Context: an optimization exercise on an open-source flow, tuned for small area. The choices shown serve that exercise and are no tape-out recipe. Where RTL was checked, it was by simulation tests only, not by an equivalence proof against the original. Power and IR drop assume default switching activity. The clock port is modelled as an ideal driver; clocking choices that lean on that would not hold on a real chip.

==> flow/design.v <==
`default_nettype none
`timescale 1ns/10ps
module sha1_core (
	input  logic           clk,
	input  logic           reset,
	input  logic           start,
	input  logic [511:0]   block,
	output logic           busy,
	output logic           done,
	output logic [159:0]   hash
);
	localparam logic [31:0] iv0 = 32'h67452301;
	localparam logic [31:0] iv1 = 32'hEFCDAB89;
	localparam logic [31:0] iv2 = 32'h98BADCFE;
	localparam logic [31:0] iv3 = 32'h10325476;
	localparam logic [31:0] iv4 = 32'hC3D2E1F0;
	localparam logic [31:0] k0  = 32'h5A827999;
	localparam logic [31:0] k1  = 32'h6ED9EBA1;
	localparam logic [31:0] k2  = 32'h8F1BBCDC;
	localparam logic [31:0] k3  = 32'hCA62C1D6;
	localparam logic [2:0] ph_load = 3'd7;
	logic         accept;
	logic         j;
	logic [4:0]   sub;
	logic [2:0]   ph;
	logic         pseudo;
	logic         pre;
	logic         post;
	logic         wrap;
	logic         last;
	assign accept = start & ~busy;
	assign pseudo = ph[2];
	assign pre    = ph[2] & ph[0];
	assign post   = ph[2] & ~ph[0];
	assign wrap   = pseudo ? (sub == 5'd4) : (sub == 5'd19);
	assign last   = post & wrap & j;
	always_ff @(posedge clk)
	begin
		if (accept)
		begin
			j   <= 1'b0;
			sub <= 5'd0;
			ph  <= ph_load;
		end
		else
		begin
			j <= ~j;
			if (j)
			begin
				sub <= wrap ? 5'd0 : sub + 5'd1;
				ph  <= wrap ? ph + 3'd1 : ph;
			end
		end
	end
	always_ff @(posedge clk)
	begin
		if (reset)
		begin
			busy <= 1'b0;
			done <= 1'b0;
		end
		else
		begin
			done <= busy & last;
			if (accept)
				busy <= 1'b1;
			else if (last)
				busy <= 1'b0;
		end
	end
	logic        e_rot;
	logic        e_unrot;
	logic        expand;
	logic [1:0]  grp;
	logic [31:0] kw;
	logic [15:0] kd;
	assign grp     = ph[1:0];
	assign expand  = ~ph[2] & (ph[1] | ph[0] | sub[4]);
	assign e_unrot = post & (sub[2] | (sub[1] & sub[0]));
	assign e_rot   = ~pre & ~e_unrot;
	always_comb
	begin
		if (pseudo)
			case (sub[2:0])
				3'd0:    kw = pre ? {iv4[29:0], iv4[31:30]} : iv4;
				3'd1:    kw = pre ? {iv3[29:0], iv3[31:30]} : iv3;
				3'd2:    kw = pre ? {iv2[29:0], iv2[31:30]} : iv2;
				3'd3:    kw = iv1;
				default: kw = iv0;
			endcase
		else
			case (grp)
				2'd0:    kw = k0;
				2'd1:    kw = k1;
				2'd2:    kw = k2;
				default: kw = k3;
			endcase
	end
	assign kd = j ? kw[31:16] : kw[15:0];
	logic [161:0] ws;
	logic [15:0]  dg [0:9];
	logic [1:0]   d10;
	always_comb
	begin
		for (int i = 0; i < 10; i++)
			dg[i] = ws[159 - 16*i -: 16];
	end
	assign d10 = ws[161:160];
	logic [15:0] op_a;
	logic [15:0] op_b;
	logic [15:0] op_c;
	logic [15:0] op_d;
	logic [15:0] op_e;
	logic [15:0] op_f;
	logic [15:0] op_w;
	logic [15:0] t_d;
	assign op_a = {dg[1][10:0], j ? dg[2][15:11] : dg[0][15:11]};
	assign op_b = dg[3];
	assign op_c = {j ? dg[6][1:0] : dg[4][1:0], dg[5][15:2]};
	assign op_d = {j ? dg[8][1:0] : dg[6][1:0], dg[7][15:2]};
	always_comb
	begin
		if (e_rot)
			op_e = {j ? d10 : dg[8][1:0], dg[9][15:2]};
		else if (e_unrot)
			op_e = dg[9];
		else
			op_e = 16'd0;
	end
	logic f_ch;
	logic f_maj;
	logic f_par;
	assign f_ch  = (grp == 2'd0);
	assign f_maj = (grp == 2'd2);
	assign f_par = grp[0];
	assign op_f = ({16{f_ch}} & ((op_b & op_c) | (~op_b & op_d)))
		| ({16{f_maj}} & ((op_b & op_c) | (op_b & op_d) | (op_c & op_d)))
		| ({16{f_par}} & (op_b ^ op_c ^ op_d));
	logic [511:0] ss;
	logic [15:0]  sd [0:31];
	logic         pol;
	logic [15:0]  xb;
	logic         xtop;
	logic         xsave;
	logic [15:0]  wx;
	logic [15:0]  ring_in;
	logic [15:0]  wd;
	always_comb
	begin
		for (int i = 0; i < 32; i++)
			sd[i] = ss[16*i +: 16];
	end
	assign pol = ~j;
	assign xb   = sd[5] ^ sd[15] ^ sd[27] ^ sd[31];
	assign xtop = j ? xsave : (sd[4][15] ^ sd[14][15] ^ sd[26][15] ^ sd[30][15]);
	assign wx   = {xb[14:0], xtop};
	assign ring_in = expand ? (wx ^ {16{pol}}) : sd[31];
	assign wd      = ring_in ^ {16{pol}};
	assign op_w    = wd;
	always_ff @(posedge clk)
		xsave <= xb[15];
	logic [511:0] ss_load;
	always_comb
	begin
		for (int k = 0; k < 16; k++)
		begin
			ss_load[16*((53 - 2*k) % 32) +: 16] = block[(15 - k)*32 +: 16];
			ss_load[16*((52 - 2*k) % 32) +: 16] = block[(15 - k)*32 + 16 +: 16];
		end
	end
	always_ff @(posedge clk)
		ss <= ~(({512{~accept}} | ss_load) & ({512{~busy}} | {ss[495:0], ring_in}));
	logic [3:0]  cy;
	logic [3:0]  cin;
	logic [15:0] s1, c1, s2, c2, s3, c3;
	logic [16:0] rc;
	assign cin = j ? cy : 4'd0;
	logic [15:0] s1g, c1g;
	always_comb for (int i = 0; i < 16; i++) {c1[i], s1[i]} = {1'b0, op_a[i]} + {1'b0, op_f[i]} + {1'b0, op_w[i]};
	assign s1g = pseudo ? 16'd0 : s1;
	assign c1g = pseudo ? 16'd0 : c1;
	logic [15:0] c1s;
	assign c1s = {c1g[14:0], cin[0]};
	always_comb for (int i = 0; i < 16; i++) {c2[i], s2[i]} = {1'b0, s1g[i]} + {1'b0, c1s[i]} + {1'b0, op_e[i]};
	logic [15:0] c2s;
	assign c2s = {c2[14:0], cin[1]};
	always_comb for (int i = 0; i < 16; i++) {c3[i], s3[i]} = {1'b0, s2[i]} + {1'b0, c2s[i]} + {1'b0, kd[i]};
	logic [15:0] c3s;
	assign c3s = {c3[14:0], cin[2]};
	always_comb
	begin
		rc[0] = cin[3];
		for (int i = 0; i < 16; i++)
		begin
			{rc[i + 1], t_d[i]} = {1'b0, s3[i]} + {1'b0, c3s[i]} + {1'b0, rc[i]};
		end
	end
	always_ff @(posedge clk)
	begin
		cy <= {rc[16], c3[15], c2[15], c1g[15]};
		ws <= {ws[1:0], t_d, ws[159:16]};
	end
	assign hash = ws[159:0];
endmodule
`default_nettype wire
export LEC_CHECK = 0
export CAP_MARGIN = 20
export CORE_MARGIN = 2
export CORE_UTILIZATION = 52
export SLEW_MARGIN = 20
create_clock -name core_clock -period 10.0 [get_ports {clk}]
standard.sh (not shown) runs the stock make flow with config.mk's settings and CLKGATE_MAP_FILE= SYNTH_SCRIPT=/design/flow/synth_recipe.tcl, a recipe that flattens the netlist after the stock synthesis.
==> flow/flow/run.sh <==
#!/bin/bash
# Standard layout, with plain buf_1 cells as the port buffers and a clock
# tree of larger sink clusters without dummy loads.
set -euo pipefail
export BUFFER_PORTS_ARGS="-buffer_cell sky130_fd_sc_hd__buf_1"
export CTS_ARGS="$(cat flow/cts_args.txt)"
bash standard.sh > standard_flow.log 2>&1
==> flow/flow/cts_args.txt <==
-sink_clustering_enable -repair_clock_nets -dont_use_dummy_load -sink_clustering_size 30 -sink_clustering_max_diameter 200 -buf_list sky130_fd_sc_hd__clkbuf_16
Edit:
--- a/flow/design.v
+++ b/flow/design.v
@@ -127,15 +127,14 @@
 		else
 			op_e = 16'd0;
 	end
-	logic f_ch;
-	logic f_maj;
-	logic f_par;
-	assign f_ch  = (grp == 2'd0);
-	assign f_maj = (grp == 2'd2);
-	assign f_par = grp[0];
-	assign op_f = ({16{f_ch}} & ((op_b & op_c) | (~op_b & op_d)))
-		| ({16{f_maj}} & ((op_b & op_c) | (op_b & op_d) | (op_c & op_d)))
-		| ({16{f_par}} & (op_b ^ op_c ^ op_d));
+	always_comb
+	begin
+		case (grp)
+			2'd0:    op_f = (op_b & op_c) | (~op_b & op_d);
+			2'd2:    op_f = (op_b & op_c) | (op_b & op_d) | (op_c & op_d);
+			default: op_f = op_b ^ op_c ^ op_d;
+		endcase
+	end
 	logic [511:0] ss;
 	logic [15:0]  sd [0:31];
 	logic         pol;
What happened: Critical path depth went down by 1. Sequential share of layout area drops by 0.20 points. Register-to-register slack improved by 0.02 ns. Global-route usage is lower by 0.28 points. Wire length stays flat. Core utilization falls by 0.58 points. Clock skew hardly moves. Synthesized area grows slightly. Die area came out higher slightly. Clock power stays flat. Flip-flop and latch count does not change.
For the second run of this note, only the layout was checked, not whether the RTL still works.

==> re-timing with driven ports <==
No port has a modelled driver above. Below, the same layouts with a new extraction and two added sets of constraints.
Step 1 sets driving cells, clkbuf_16 on the clock port and buf_2 on the other inputs (assumed; they add their load-dependent delay and slew).
Step 2 times the ports against the registers' clock, not the clock port: input delays grow and output delays shrink by t, the midpoint of the rising clock arrivals with the driver on.
a / b / c = ideal ports / drivers / drivers and shift; a / b = the first two.
| run | shift t [ns] | setup slack, ns | hold WS [ns] | worst data-port slew with drivers (ns) |
|---|---|---|---|---|
| the first run | 0.639 | 0.383 / 0.383 / 0.383 | 0.318 / 0.318 / 0.318 | 0.18 |
| the second run | 0.649 | 0.406 / 0.406 / 0.406 | 0.352 / 0.352 / 0.352 | 0.14 |
After both steps every run listed still meets setup and hold.
